Background: an optimization exercise with open tools, aiming at small area, a short achievable clock period and few clock cycles per item. Do not read the settings as production practice. In this exercise RTL edits were held to simulation tests only and were not proved equivalent to the original.

==> inputs of build 48 <==
Design array_list_engine, start of the top module:
module array_list_engine #(
   parameter int DEPTH = ale_pkg::DEPTH_DEF
) (
   input  logic                            clock,
   input  logic                            reset,
   input  logic                            req_tvalid,
   output logic                            req_tready,
   input  logic [ale_pkg::REQ_TDATA_W-1:0] req_tdata,
   input  logic [ale_pkg::REQ_TUSER_W-1:0] req_tuser,
   output logic                            rsp_tvalid,
   input  logic                            rsp_tready,
   output logic [ale_pkg::RSP_TDATA_W-1:0] rsp_tdata,
   output logic [ale_pkg::RSP_TUSER_W-1:0] rsp_tuser,
   input  logic                            csr_tvalid,
   output logic                            csr_tready,
   input  logic [ale_pkg::CSR_TDATA_W-1:0] csr_tdata
);
   localparam int AW       = 6;
   localparam int SCAN_W   = 4;                   
   localparam int SWB      = $clog2(SCAN_W);
   localparam int GW       = AW - SWB;            
   localparam int SUM_W    = 38;
   localparam int DIV_DIG  = 2;                   
   localparam int DIV_BITS = 2 * DIV_DIG;
   localparam int DIV_CYC  = 32 / DIV_BITS;
   localparam int DCW      = $clog2(DIV_CYC);
   localparam int QN       = DIV_CYC + 1;         
   localparam int QW       = $clog2(QN);
   genvar j;
   logic              s1_vld;
   logic [3:0]        s1_op;
   logic [6:0]        s1_idx;
   logic [31:0]       s1_elem;
   logic [6:0]        s1_cap;
   logic              s1_i64;              
  ...
==> flow/config.mk <==
export PLATFORM = sky130hd
export DESIGN_NAME = array_list_engine
export DESIGN_NICKNAME = array_list_engine
export VERILOG_FILES = /design/flow/design.v
export SDC_FILE = /design/flow/constraint.sdc
export NUM_CORES = 4
export LEC_CHECK = 0
export CAP_MARGIN = 20
export CORE_MARGIN = 2
export CORE_UTILIZATION = 34
export PLACE_DENSITY = 0.42
export SLEW_MARGIN = 20
==> flow/constraint.sdc <==
create_clock -name core_clock -period 6.0 [get_ports {clock}]
set_input_delay 1.2000 -clock core_clock [delete_from_list [all_inputs] [get_ports {clock}]]
set_output_delay 1.2000 -clock core_clock [all_outputs]
set_load 0.01 [all_outputs]
run.sh (not shown) runs the stock make flow with config.mk's settings and CLKGATE_MAP_FILE= SYNTH_SCRIPT=/design/flow/synth_recipe.tcl, a recipe that flattens the netlist after the stock synthesis.
==> trial 76: changes against build 48 <==
--- a/flow/design.v
+++ b/flow/design.v
@@ -124,11 +124,12 @@
    logic              s1_vld;
    logic [3:0]        s1_op;
    logic [6:0]        s1_idx;
    logic [31:0]       s1_elem;
    logic [6:0]        s1_cap;
-   logic              s1_i64;              
+   logic              s1_ilt;              
+   logic              s1_ile;              
    logic              full_ff;             
    logic [DEPTH-1:0]  s1_ieq;              
    logic [6:0]        cap_ff;
    logic [31:0]       mem [DEPTH];
    logic [DEPTH-1:0]  vld_ff;              
@@ -149,10 +150,11 @@
    logic [GW-1:0]     ptr_ff;
    logic [DCW-1:0]    dcnt_ff;
    logic              dneg_ff;
    logic [6:0]        dn_ff;               
    logic [7:0]        dn3_ff;
+   logic [6:0]        dnm1_ff;             
    logic [QW-1:0]     dslot_ff;            
    logic              dwr_ff;              
    logic [5:0]        drem_ff;
    logic [31:0]       dq_ff;
    logic [31:0]       dnq_ff;              
@@ -172,12 +174,12 @@
    assign op_min  = s1_op == 4'd7;
    assign op_sum  = s1_op == 4'd8;
    assign op_avg  = s1_op == 4'd9;
    assign n_zero = !vld_ff[0];
    assign full   = full_ff;
-   assign i_lt_n = |(s1_ieq & vld_ff);
-   assign i_le_n = (|(s1_ieq & {vld_ff[DEPTH-2:0], 1'b1})) || (s1_i64 && vld_ff[DEPTH-1]);
+   assign i_lt_n = s1_ilt;
+   assign i_le_n = s1_ile;
    logic [DEPTH-1:0] n_eq;
    assign n_eq = vld_ff ^ {vld_ff[DEPTH-2:0], 1'b1};
    logic             busy, scan_op, op_mm;
    logic [DEPTH-1:0] rd_sel;
    logic [31:0]      rd;
@@ -301,21 +303,17 @@
          sc_mxc = sc_mxc | ({7{win_mx[a+1]}} & 7'(cnt_e));
          sc_mnc = sc_mnc | ({7{win_mn[a+1]}} & 7'(cnt_e));
       end
    end
    logic [SUM_W-1:0]    div_a;
-   logic [6:0]          dv_n;
-   logic [7:0]          dv_n3;
    logic [5:0]          dv_rem_i, dv_rem_o;
    logic [DIV_BITS-1:0] dv_bits, dv_quo;
    logic [31:0]         dq_next;
    logic                div_last;
    logic [31:0]         avg_val;
    logic [31:0]         dnq_next;
    assign div_a    = sum_ff ^ {SUM_W{sum_ff[SUM_W-1]}};
-   assign dv_n     = div_ff ? dn_ff : n_ff;
-   assign dv_n3    = div_ff ? dn3_ff : n3_ff;
    assign dv_rem_i = div_ff ? drem_ff : div_a[37:32];
    assign dv_bits  = div_ff ? dq_ff[31 -: DIV_BITS] : div_a[31 -: DIV_BITS];
    assign dq_next  = div_ff ? {dq_ff[31-DIV_BITS:0], dv_quo} : {div_a[31-DIV_BITS:0], dv_quo};
    assign div_last = div_ff && (dcnt_ff == DCW'(DIV_CYC - 1));
    always_comb begin
@@ -333,16 +331,16 @@
          nmq = {nmq[29:0], 2'(2'd3 - dv_quo[2*g +: 2])};
       end
       dnq_next = nq;
    end
    assign avg_val = !dneg_ff ? dq_ff :
-                    ((7'(drem_ff) == 7'(dn_ff - 7'd1)) ? ~dq_ff : dnq_ff);
+                    ((7'(drem_ff) == dnm1_ff) ? ~dq_ff : dnq_ff);
    ale_div #(
       .DIGITS (DIV_DIG)
    ) u_div (
-      .n     (dv_n),
-      .n3    (dv_n3),
+      .n     (dn_ff),
+      .n3    (dn3_ff),
       .rem_i (dv_rem_i),
       .bits_i(dv_bits),
       .rem_o (dv_rem_o),
       .quo_o (dv_quo)
    );
@@ -532,17 +530,26 @@
    assign f_s1_up = n_up >= s1_cap;
    assign f_s1_dn = n_dn >= s1_cap;
    assign f_s1_eq = n_ff >= s1_cap;
    assign full_nx_in = (go && grow_c) ? f_in_up : ((go && del_c) ? f_in_dn : f_in_eq);
    assign full_nx_s1 = (go && grow_c) ? f_s1_up : ((go && del_c) ? f_s1_dn : f_s1_eq);
+   logic [6:0] idx_in;
+   logic       accept_ilt, accept_ile;
+   assign idx_in     = req_tdata[6:0];
+   assign accept_ilt = (go && grow_c) ? (idx_in < n_up) :
+                       ((go && del_c) ? (idx_in < n_dn) : (idx_in < n_ff));
+   assign accept_ile = (go && grow_c) ? (idx_in <= n_up) :
+                       ((go && del_c) ? (idx_in <= n_dn) : (idx_in <= n_ff));
    always_ff @(posedge clock) begin
       if (reset) begin
          s1_vld     <= 1'b0;
          full_ff    <= 1'b0;
          cap_ff     <= 7'd64;
          n_ff       <= '0;
          n3_ff      <= '0;
+         dn_ff      <= '0;
+         dn3_ff     <= '0;
          vld_ff     <= '0;
          sum_ff     <= '0;
          mxv_ff     <= 1'b0;
          mnv_ff     <= 1'b0;
          scan_ff    <= 1'b0;
@@ -551,10 +558,22 @@
          div_ff     <= 1'b0;
          dwr_ff     <= 1'b0;
          q_cnt_ff   <= '0;
       end else begin
          if (csr_tvalid) cap_ff <= csr_tdata[6:0];
+         if (!div_ff || div_last) begin
+            if (go && grow_c) begin
+               dn_ff  <= n_up;
+               dn3_ff <= 8'(n3_ff + 8'd3);
+            end else if (go && del_c) begin
+               dn_ff  <= n_dn;
+               dn3_ff <= 8'(n3_ff - 8'd3);
+            end else begin
+               dn_ff  <= n_ff;
+               dn3_ff <= n3_ff;
+            end
+         end
          full_ff <= accept ? full_nx_in : full_nx_s1;
          if (accept) s1_vld <= 1'b1;
          else if (fire) s1_vld <= 1'b0;
          if (go && grow_c) begin
             n_ff   <= n_up;
@@ -580,21 +599,23 @@
          if (smrg_ff && slast_ff) sfin_ff <= 1'b1;
          else if (fire) sfin_ff <= 1'b0;
          if (go && start_div) div_ff <= 1'b1;
          else if (div_last) div_ff <= 1'b0;
          dwr_ff <= div_last;
+         if (div_last) dnm1_ff <= 7'(dn_ff - 7'd1);
          if (fire && !q_pop) q_cnt_ff <= (QW+1)'(q_cnt_ff + 1'b1);
          else if (!fire && q_pop) q_cnt_ff <= (QW+1)'(q_cnt_ff - 1'b1);
       end
    end
    always_ff @(posedge clock) begin
       if (accept) begin
          s1_op   <= req_tuser;
          s1_idx  <= req_tdata[6:0];
          s1_elem <= req_tdata[38:7];
          s1_cap  <= cap_in;
-         s1_i64  <= req_tdata[6:0] == 7'd64;
+         s1_ilt  <= accept_ilt;
+         s1_ile  <= accept_ile;
          for (int k = 0; k < DEPTH; k++) begin
             s1_ieq[k] <= ((req_tuser == 4'd6) || (req_tuser == 4'd7)) ? (k < SCAN_W) :
                          (req_tdata[6:0] == 7'(k));
          end
       end
@@ -618,12 +639,10 @@
       if (start_scan) ptr_ff <= GW'(1);
       else if (scan_ff) ptr_ff <= GW'(ptr_ff + 1'b1);
       if ((start_scan || scan_ff) && !scan_last) s1_ieq <= s1_ieq << SCAN_W;
       if (go && start_div) begin
          dneg_ff  <= sum_ff[SUM_W-1];
-         dn_ff    <= n_ff;
-         dn3_ff   <= n3_ff;
          dslot_ff <= q_wpos;
          dcnt_ff  <= DCW'(1);
       end else begin
          if (div_ff && !div_last) dcnt_ff <= DCW'(dcnt_ff + 1'b1);
          if (q_pop) dslot_ff <= QW'(dslot_ff - 1'b1);
CORE_UTILIZATION = 32   (was 34)
PLACE_DENSITY = 0.39   (was 0.42)
==> notes.md <==
- The total half-perimeter wirelength after legalization and detailed placement is approximately 1600 mm.
- The stage at which the flow ended is 5_1_grt.
- By area the synthesized netlist is led by dfxtp_1 (23%), edfxtp_1 (11%), xor2_1 (7.2%).
- The number of register bits inferred by synthesis is 2,918.
- The tool reported: "[ERROR GRT-0116] Global routing finished with congestion. Check the congestion regions in the DRC Viewer".
- The run stopped with a tool error.
- The post-synthesis share of cell area spent on xor and xnor gates is between 10% and 20%.
- The sequential-to-total area share from yosys stat is about a third.
- Global routing consumed, on the met2 layer, 88.67% of the routing resources.
the above is filed under build 48

==> notes.md <==
- The stage at which the flow ended is 5_1_grt.
- The number of global-route vias before repair was about 250k.
- The synthesized design contains between 2,000 and 3,000 register bits.
- Global routing consumed, on the met2 layer, ~85% of the routing resources.
- Detailed placement finished with a half-perimeter wire length of 1676 mm.
- Buffers inserted to repair hold after CTS numbered 0.
- The run stopped with a tool error.
- The post-synthesis cell type with the largest combined area is dfxtp_1.
- Yosys attributes the largest share of cell area to dfxtp_1 (23%), edfxtp_1 (11%), xor2_1 (7.2%).
- The post-synthesis share of cell area spent on xor and xnor gates is roughly 11%.
- The tool reported: "[ERROR GRT-0116] Global routing finished with congestion. Check the congestion regions in the DRC Viewer".
the above is filed under trial 76

Testbench counts of build 48, summed over its fixed seeds: cycles 17,850, requests 16,000.
Testbench counts of trial 76, summed over its fixed seeds: cycles 17,850, requests 16,000.
